Background: an optimization exercise with open tools, aiming at small area and few clock cycles per item. Do not read the settings as production practice. Function was checked by simulation only, so behaviour that the tests miss may differ from the original. Power figures rest on the tool's default switching activity, not on a simulated workload.

`flow/config.mk`:
```
export PLATFORM = sky130hd
export DESIGN_NAME = dual_tone_sample_generator_top
export DESIGN_NICKNAME = dual_tone_sample_generator_top
export VERILOG_FILES = /design/flow/design.v
export SDC_FILE = /design/flow/constraint.sdc
export NUM_CORES = 4
export LEC_CHECK = 0
export ABC_AREA = 1
export ABC_CLOCK_PERIOD_IN_PS = 10000
export CAP_MARGIN = 20
export CORE_MARGIN = 2
export CORE_UTILIZATION = 40
export SLEW_MARGIN = 20
```
`flow/constraint.sdc`:
```
create_clock -name core_clock -period 10.0 [get_ports {aclk}]
set_input_delay 2.0000 -clock core_clock [delete_from_list [all_inputs] [get_ports {aclk}]]
set_output_delay 2.0000 -clock core_clock [all_outputs]
set_load 0.01 [all_outputs]
```
`flow/design.v`:
```
`default_nettype none
package dtsg_pkg;
    localparam int CFG_INDEX_W = 3;
    localparam int CFG_DATA_W  = 32;
    localparam int STEP_W      = 32;
    localparam int AMP_W       = 15;
    localparam int COUNT_W     = 32;
    localparam int SAMPLE_W    = 16;
    localparam int S_TDATA_W   = 8;
    localparam int M_TDATA_W   = 16;
    localparam logic [CFG_INDEX_W-1:0] REG_PHASE_STEP_A     = 3'd0;
    localparam logic [CFG_INDEX_W-1:0] REG_PHASE_STEP_B     = 3'd1;
    localparam logic [CFG_INDEX_W-1:0] REG_TONE_MODE        = 3'd2;
    localparam logic [CFG_INDEX_W-1:0] REG_AMPLITUDE        = 3'd3;
    localparam logic [CFG_INDEX_W-1:0] REG_DURATION_SAMPLES = 3'd4;
    localparam logic [STEP_W-1:0]  RST_PHASE_STEP_A = 32'd42852282;
    localparam logic [STEP_W-1:0]  RST_PHASE_STEP_B = 32'd34087043;
    localparam logic               RST_TONE_MODE    = 1'b0;
    localparam logic [AMP_W-1:0]   RST_AMPLITUDE    = 15'd16000;
    localparam logic [COUNT_W-1:0] RST_DURATION     = 32'd0;
endpackage
`default_nettype wire
`default_nettype none
module dtsg_sine_rom (
    input  wire logic [7:0]  addr,
    output logic [14:0]      mag,    
    output logic             neg     
);
    logic [6:0] q;
    always_comb begin
        neg = addr[7];
        q   = addr[6] ? 7'd64 - {1'b0, addr[5:0]} : {1'b0, addr[5:0]};
        case (q)
            7'd0: mag = 15'h0000;
            7'd1: mag = 15'h0324;
            7'd2: mag = 15'h0648;
            7'd3: mag = 15'h096a;
            7'd4: mag = 15'h0c8c;
            7'd5: mag = 15'h0fab;
            7'd6: mag = 15'h12c8;
            7'd7: mag = 15'h15e2;
            7'd8: mag = 15'h18f9;
            7'd9: mag = 15'h1c0b;
            7'd10: mag = 15'h1f1a;
            7'd11: mag = 15'h2223;
            7'd12: mag = 15'h2528;
            7'd13: mag = 15'h2826;
            7'd14: mag = 15'h2b1f;
            7'd15: mag = 15'h2e11;
            7'd16: mag = 15'h30fb;
            7'd17: mag = 15'h33df;
            7'd18: mag = 15'h36ba;
            7'd19: mag = 15'h398c;
            7'd20: mag = 15'h3c56;
            7'd21: mag = 15'h3f17;
            7'd22: mag = 15'h41ce;
            7'd23: mag = 15'h447a;
            7'd24: mag = 15'h471c;
            7'd25: mag = 15'h49b4;
            7'd26: mag = 15'h4c3f;
            7'd27: mag = 15'h4ebf;
            7'd28: mag = 15'h5133;
            7'd29: mag = 15'h539b;
            7'd30: mag = 15'h55f5;
            7'd31: mag = 15'h5842;
            7'd32: mag = 15'h5a82;
            7'd33: mag = 15'h5cb3;
            7'd34: mag = 15'h5ed7;
            7'd35: mag = 15'h60eb;
            7'd36: mag = 15'h62f1;
            7'd37: mag = 15'h64e8;
            7'd38: mag = 15'h66cf;
            7'd39: mag = 15'h68a6;
            7'd40: mag = 15'h6a6d;
            7'd41: mag = 15'h6c23;
            7'd42: mag = 15'h6dc9;
            7'd43: mag = 15'h6f5e;
            7'd44: mag = 15'h70e2;
            7'd45: mag = 15'h7254;
            7'd46: mag = 15'h73b5;
            7'd47: mag = 15'h7504;
            7'd48: mag = 15'h7641;
            7'd49: mag = 15'h776b;
            7'd50: mag = 15'h7884;
            7'd51: mag = 15'h7989;
            7'd52: mag = 15'h7a7c;
            7'd53: mag = 15'h7b5c;
            7'd54: mag = 15'h7c29;
            7'd55: mag = 15'h7ce3;
            7'd56: mag = 15'h7d89;
            7'd57: mag = 15'h7e1d;
            7'd58: mag = 15'h7e9c;
            7'd59: mag = 15'h7f09;
            7'd60: mag = 15'h7f61;
            7'd61: mag = 15'h7fa6;
            7'd62: mag = 15'h7fd8;
            7'd63: mag = 15'h7ff5;
            7'd64: mag = 15'h7fff;
            default: mag = 15'h0000;
        endcase
    end
endmodule
`default_nettype wire
`default_nettype none
module dual_tone_sample_generator_top (
    input  wire logic                                aclk,
    input  wire logic                                aresetn,
    input  wire logic                                s_tvalid,
    output logic                                     s_tready,
    input  wire logic [dtsg_pkg::S_TDATA_W-1:0]      s_tdata,    
    output logic                                     m_tvalid,
    input  wire logic                                m_tready,
    output logic [dtsg_pkg::M_TDATA_W-1:0]           m_tdata,    
    output logic [0:0]                               m_tuser,    
    input  wire logic                                cfg_wr_en,
    input  wire logic [dtsg_pkg::CFG_INDEX_W-1:0]    cfg_index,
    input  wire logic [dtsg_pkg::CFG_DATA_W-1:0]     cfg_wdata
);
    logic [dtsg_pkg::STEP_W-1:0]  phase_step_a_reg;
    logic [dtsg_pkg::STEP_W-1:0]  phase_step_b_reg;
    logic                         tone_mode_reg;
    logic [dtsg_pkg::AMP_W-1:0]   amplitude_reg;
    logic [dtsg_pkg::COUNT_W-1:0] duration_reg;
    always_ff @(posedge aclk) begin
        if (!aresetn) begin
            phase_step_a_reg <= dtsg_pkg::RST_PHASE_STEP_A;
            phase_step_b_reg <= dtsg_pkg::RST_PHASE_STEP_B;
            tone_mode_reg    <= dtsg_pkg::RST_TONE_MODE;
            amplitude_reg    <= dtsg_pkg::RST_AMPLITUDE;
            duration_reg     <= dtsg_pkg::RST_DURATION;
        end else if (cfg_wr_en) begin
            case (cfg_index)
                dtsg_pkg::REG_PHASE_STEP_A:     phase_step_a_reg <= cfg_wdata;
                dtsg_pkg::REG_PHASE_STEP_B:     phase_step_b_reg <= cfg_wdata;
                dtsg_pkg::REG_TONE_MODE:        tone_mode_reg    <= cfg_wdata[0];
                dtsg_pkg::REG_AMPLITUDE:        amplitude_reg    <= cfg_wdata[dtsg_pkg::AMP_W-1:0];
                dtsg_pkg::REG_DURATION_SAMPLES: duration_reg     <= cfg_wdata;
                default: ;
            endcase
        end
    end
    logic s1_valid_reg, m_tvalid_reg;
    logic out_adv, s1_adv, accept;
    assign out_adv  = !m_tvalid_reg || m_tready;
    assign s1_adv   = !s1_valid_reg || out_adv;
    assign s_tready = s1_adv;
    assign accept   = s_tvalid && s1_adv;
    logic [31:0]                  phase_a_reg, phase_b_reg, phase_a_next, phase_b_next;
    logic [31:0]                  phase_a_inc, phase_b_inc;
    logic [dtsg_pkg::COUNT_W-1:0] count_reg, count_next, count_inc;
    logic [31:0]                  pa, pb;
    logic                         restart, past_end, done0;
    always_comb begin
        restart  = s_tdata[0];
        past_end = (duration_reg != '0) && (count_reg >= duration_reg);
        done0    = !restart && past_end;
        pa       = restart ? '0 : phase_a_reg;
        pb       = restart ? '0 : phase_b_reg;
        phase_a_inc = phase_a_reg + phase_step_a_reg;
        phase_b_inc = phase_b_reg + phase_step_b_reg;
        count_inc   = (count_reg == '1) ? count_reg : count_reg + 1'b1;
        if (restart) begin
            phase_a_next = phase_step_a_reg;
            phase_b_next = phase_step_b_reg;
            count_next   = 32'd1;
        end else if (past_end) begin
            phase_a_next = phase_a_reg;
            phase_b_next = phase_b_reg;
            count_next   = count_reg;
        end else begin
            phase_a_next = phase_a_inc;
            phase_b_next = phase_b_inc;
            count_next   = count_inc;
        end
    end
    always_ff @(posedge aclk) begin
        if (!aresetn) begin
            phase_a_reg <= '0;
            phase_b_reg <= '0;
            count_reg   <= '0;
        end else if (accept) begin
            phase_a_reg <= phase_a_next;
            phase_b_reg <= phase_b_next;
            count_reg   <= count_next;
        end
    end
    logic [14:0] mag_a, mag_b;
    logic        neg_a, neg_b;
    logic [16:0] diff;
    logic [15:0] mag;
    logic        neg;
    dtsg_sine_rom u_rom_a (.addr(pa[31:24]), .mag(mag_a), .neg(neg_a));
    dtsg_sine_rom u_rom_b (.addr(pb[31:24]), .mag(mag_b), .neg(neg_b));
    always_comb begin
        diff = {2'b00, mag_a} - {2'b00, mag_b};
        if (!tone_mode_reg) begin
            mag = {1'b0, mag_a};
            neg = neg_a;
        end else if (neg_a == neg_b) begin
            mag = {1'b0, mag_a} + {1'b0, mag_b};
            neg = neg_a;
        end else if (diff[16]) begin
            mag = -diff[15:0];
            neg = neg_b;
        end else begin
            mag = diff[15:0];
            neg = neg_a;
        end
        if (done0) mag = '0;
    end
    logic [15:0] s1_mag_reg;
    logic        s1_neg_reg, s1_done_reg;
    always_ff @(posedge aclk) begin
        if (!aresetn) begin
            s1_valid_reg <= 1'b0;
        end else if (s1_adv) begin
            s1_valid_reg <= s_tvalid;
        end
    end
    always_ff @(posedge aclk) begin
        if (s1_adv) begin
            s1_mag_reg  <= mag;
            s1_neg_reg  <= neg;
            s1_done_reg <= done0;
        end
    end
    logic [14:0] gain;
    logic [31:0] scaled;
    logic [dtsg_pkg::M_TDATA_W-1:0] m_tdata_reg;
    logic                           m_done_reg;
    always_comb begin
        gain   = tone_mode_reg ? (amplitude_reg >> 1) : amplitude_reg;
        scaled = s1_mag_reg * gain - {16'd0, s1_neg_reg, 15'd0};
    end
    always_ff @(posedge aclk) begin
        if (!aresetn) begin
            m_tvalid_reg <= 1'b0;
        end else if (out_adv) begin
            m_tvalid_reg <= s1_valid_reg;
        end
    end
    always_ff @(posedge aclk) begin
        if (out_adv) begin
            m_tdata_reg <= scaled[30:15] ^ {16{s1_neg_reg}};
            m_done_reg  <= s1_done_reg;
        end
    end
    assign m_tvalid   = m_tvalid_reg;
    assign m_tdata    = m_tdata_reg;
    assign m_tuser[0] = m_done_reg;
endmodule
`default_nettype wire
```
`flow/run.sh`:
```
#!/bin/bash
# synth_recipe.tcl (not shown) runs the flow's synth.tcl, then flattens the netlist and writes it again
# the make line also repeats each setting of config.mk as NAME=value (left out here)
make -C /OpenROAD-flow-scripts/flow DESIGN_CONFIG=/design/flow/config.mk WORK_HOME=/design/flow/orfs CLKGATE_MAP_FILE= SYNTH_SCRIPT=/design/flow/synth_recipe.tcl finish
```
==> run summary <==
cells in the final DEF (no fill, tap or decap), types with 14 or more instances in the layout:
master and instances:
nand2_1 1082, inv_1 572, nor2_1 499, a21oi_1 316, nand3_1 271, ha_1 251
o21ai_0 250, dfxtp_1 210, fa_1 193, nand4_1 78, xor2_1 63, clkdlybuf4s50_1 57
nor3_1 42, edfxtp_1 35, xnor2_1 32, clkbuf_16 31, o211ai_1 29, inv_2 28
buf_4 25, o21ai_1 23, nand2_2 19, a31oi_1 15, o21a_1 14, o21bai_1 14
through the flow:
| stage | instance area [um^2] | setup slack [ns] | total power (uW) | utilization |
|---|---|---|---|---|
| after CTS | 30800 | 2.60 | 6400 | 0.433 |
| after global routing | 30900 | 2.00 | 7030 | 0.433 |
| final | 30900 | 2.52 | 6340 | 0.433 |
| after detailed placement | 29800 | 1.96 | 5230 | 0.419 |
| after floorplan | 28700 | 3.68 | 4320 | - |
| after global placement | 29800 | 1.97 | 5200 | 0.419 |
metal layers:
layer,global-route usage,share of wire
met3,0.0220,0.049
met1,0.327,0.48
met4,0.0628,0.027
met5,0,0.00014
met2,0.382,0.45
where the power goes:
part	internal [uW]	switching [uW]
Sequential	1190	72.0
Combinational	1500	2450
Clock	683	451
Total	3370	2970
cell families after synthesis:
group / count (synthesis) / synth area share
xor gates and xnor gates: 96 / 0.0296
buffers and inverters: 782 / 0.109
and+or+nand+nor: 2043 / 0.298
DFF: 245 / 0.183
AOI/OAI and AO/OA: 706 / 0.134
muxes: 6 / 0.00209
adders and majority gates: 444 / 0.244
critical path, delay by kind of cell:
kind                       cells  cell delay (ns)
AOI/OAI and AO/OA              7             1.68
adders and majority gates      5             1.49
buffers and inverters          8             1.35
and+or+nand+nor               11             1.26
area by class of cell:
class                      instances  area [um^2]
clock buffer                      42          876
tap                              950         1190
clock inverter                     8          138
timing repair buffer              83          783
fill                            7483        40400
multi-input combinational       3295        20300
antenna                            1         2.50
inverter                         613         2310
sequential                       245         5260
path summary, 6_finish.rpt:
kind | end | slack [ns] | cells past startpoint
max | s1_mag_reg[12]$_SDFFCE_PP0N_ | 2.52 | 31
min | m_done_reg$_DFFE_PP_ | 0.42 | 0
max reg2reg | m_tdata_reg[9]$_DFFE_PP_ | 3.16 | 23
min reg2reg | m_done_reg$_DFFE_PP_ | 0.42 | 0
==> impl_metrics.env <==
export IMPL_hp_class="reg2reg"
export IMPL_arrival_ns=7.83
export IMPL_grt_max_degree=85
export IMPL_max_stage_delay_ns=0.57
export IMPL_cts_sinks=245
export IMPL_synth_edff_count=35
export IMPL_period_share=0.748
export IMPL_required_ns=10.35
export IMPL_rsz0062_at_grt="no"
export IMPL_boundaryPins=67
export IMPL_worst_pin_slew_ns=1.08
export IMPL_wl_um=87000
export IMPL_peakVddDrop_mv=0.254
export IMPL_synthArstFlopShare=0
export IMPL_worstReg2RegStart="tone_mode_reg$_SDFFE_PN0P_"
export IMPL_powerDensity_nw_per_um2=205
export IMPL_portBuffers=59
export IMPL_grt_pass1_vias=26200
export IMPL_drcViolationCount=0
export IMPL_setup_viol=0
export IMPL_run_status="timing/DRC/antenna clean"
export IMPL_fp_row_count=98
export IMPL_syn_cell_area_um2=28700
export IMPL_fmax_ghz=0.134
export IMPL_clockBufferDepth=3
export IMPL_synthCells=4322
export IMPL_synthDistinctLibCells=60
export IMPL_die_y_um=272
export IMPL_path_class="in2reg"
export IMPL_synth_area_top_cells="dfxtp_1 15%, nand2_1 14%, fa_1 13%"
export IMPL_critPathLaunch="s_tdata[0]"
export IMPL_synth_net_count=4814
export IMPL_finalHoldViolations=0
export IMPL_wire_per_inst_um=16.6
export IMPL_ys_warn_count=2
export IMPL_setup_tns_ns=0
export IMPL_grt_overflow_total=0
export IMPL_cts_root_buf="clkbuf_16"
export IMPL_cpMaxStageDelayCell="o21ai_2"
export IMPL_end_kind="flop"
export IMPL_maxSlewHeadroom=0.280
export IMPL_vias=27400
export IMPL_cts_tree="yes"
export IMPL_antenna_left=0
export IMPL_antenna_found_initial=2
export IMPL_whs_ns=0.422
export IMPL_synthDominantAreaCellType="dfxtp_1"
export IMPL_drt_initial_drc_count=2016
export IMPL_place_hpwl_um=66400
export IMPL_h_tree_depth=1
export IMPL_die_area_um2=73800
export IMPL_clkTransAtPathRegs_ns=0.06
export IMPL_grt_usage=0.233
export IMPL_min_period_ns=7.48
export IMPL_cts_resized=0
export IMPL_start_util=0.402
export IMPL_post_cts_buffers=0
export IMPL_core_um2=71200
export IMPL_viasPerCell=5.23
export IMPL_cp_max_fo=31
export IMPL_clkLatencyLatePin_ns=0.61
export IMPL_cp_start_kind="input port"
export IMPL_ys_ff_latch=245
export IMPL_synth_most_common_cell="nand2_1"
export IMPL_nets=4759
export IMPL_cts_buffers=29
export IMPL_synth_common_cells="1,082 x nand2_1, 574 x inv_1, 501 x nor2_1"
export IMPL_synth_top_flop_cell="dfxtp_1"
export IMPL_ys_seq_area_frac=0.183
export IMPL_area_growth_pct=7.66
export IMPL_drv_cap=0
export IMPL_grt_pass1_wl_um=140000
export IMPL_p_leak_uw=0.0147
export IMPL_hp_start="s1_done_reg$_DFFE_PN_"
export IMPL_layout_cells_non_filler=5237
export IMPL_clock_skew_ns=0.0454
export IMPL_synth_top_area_frac=0.147
export IMPL_cts_hold_repair_buffers=0
export IMPL_gp_congestion=0.945
export IMPL_drt_first_pass_iters=6
export IMPL_dpl_cell_count=5185
export IMPL_cp_common_cell="inv_1"
export IMPL_die_w_um=272
export IMPL_drive_gt1_frac=0.0390
export IMPL_maxSlewViolCount=0
export IMPL_postSynthAreaPerCell_um2=6.63
Testbench counts, summed over its fixed seeds: cycles 16,064, items 16,000.

[what the ideal ports hide]
Ports are ideal in the flow. The routed layout listed here was re-timed in OpenROAD. Step 1: set_driving_cell puts a clkbuf_16 on aclk and a buf_2 on each other input, an assumption about the parent block. Step 2 times the ports against the registers' clock, not the clock port: input delays grow and output delays shrink by t, the midpoint of the rising clock arrivals with the driver on. Slacks: ideal ports / drivers / drivers and shift; pairs: ideal ports / drivers.
t, ns: 0.647
setup WS [ns]: 2.517 / 2.539 / 1.892
worst data-port slew with drivers (ns): 0.07
After both steps setup and hold are still met in this run. The setup slack of this run moves by +0.022 ns with the drivers and by -0.625 ns with both steps.
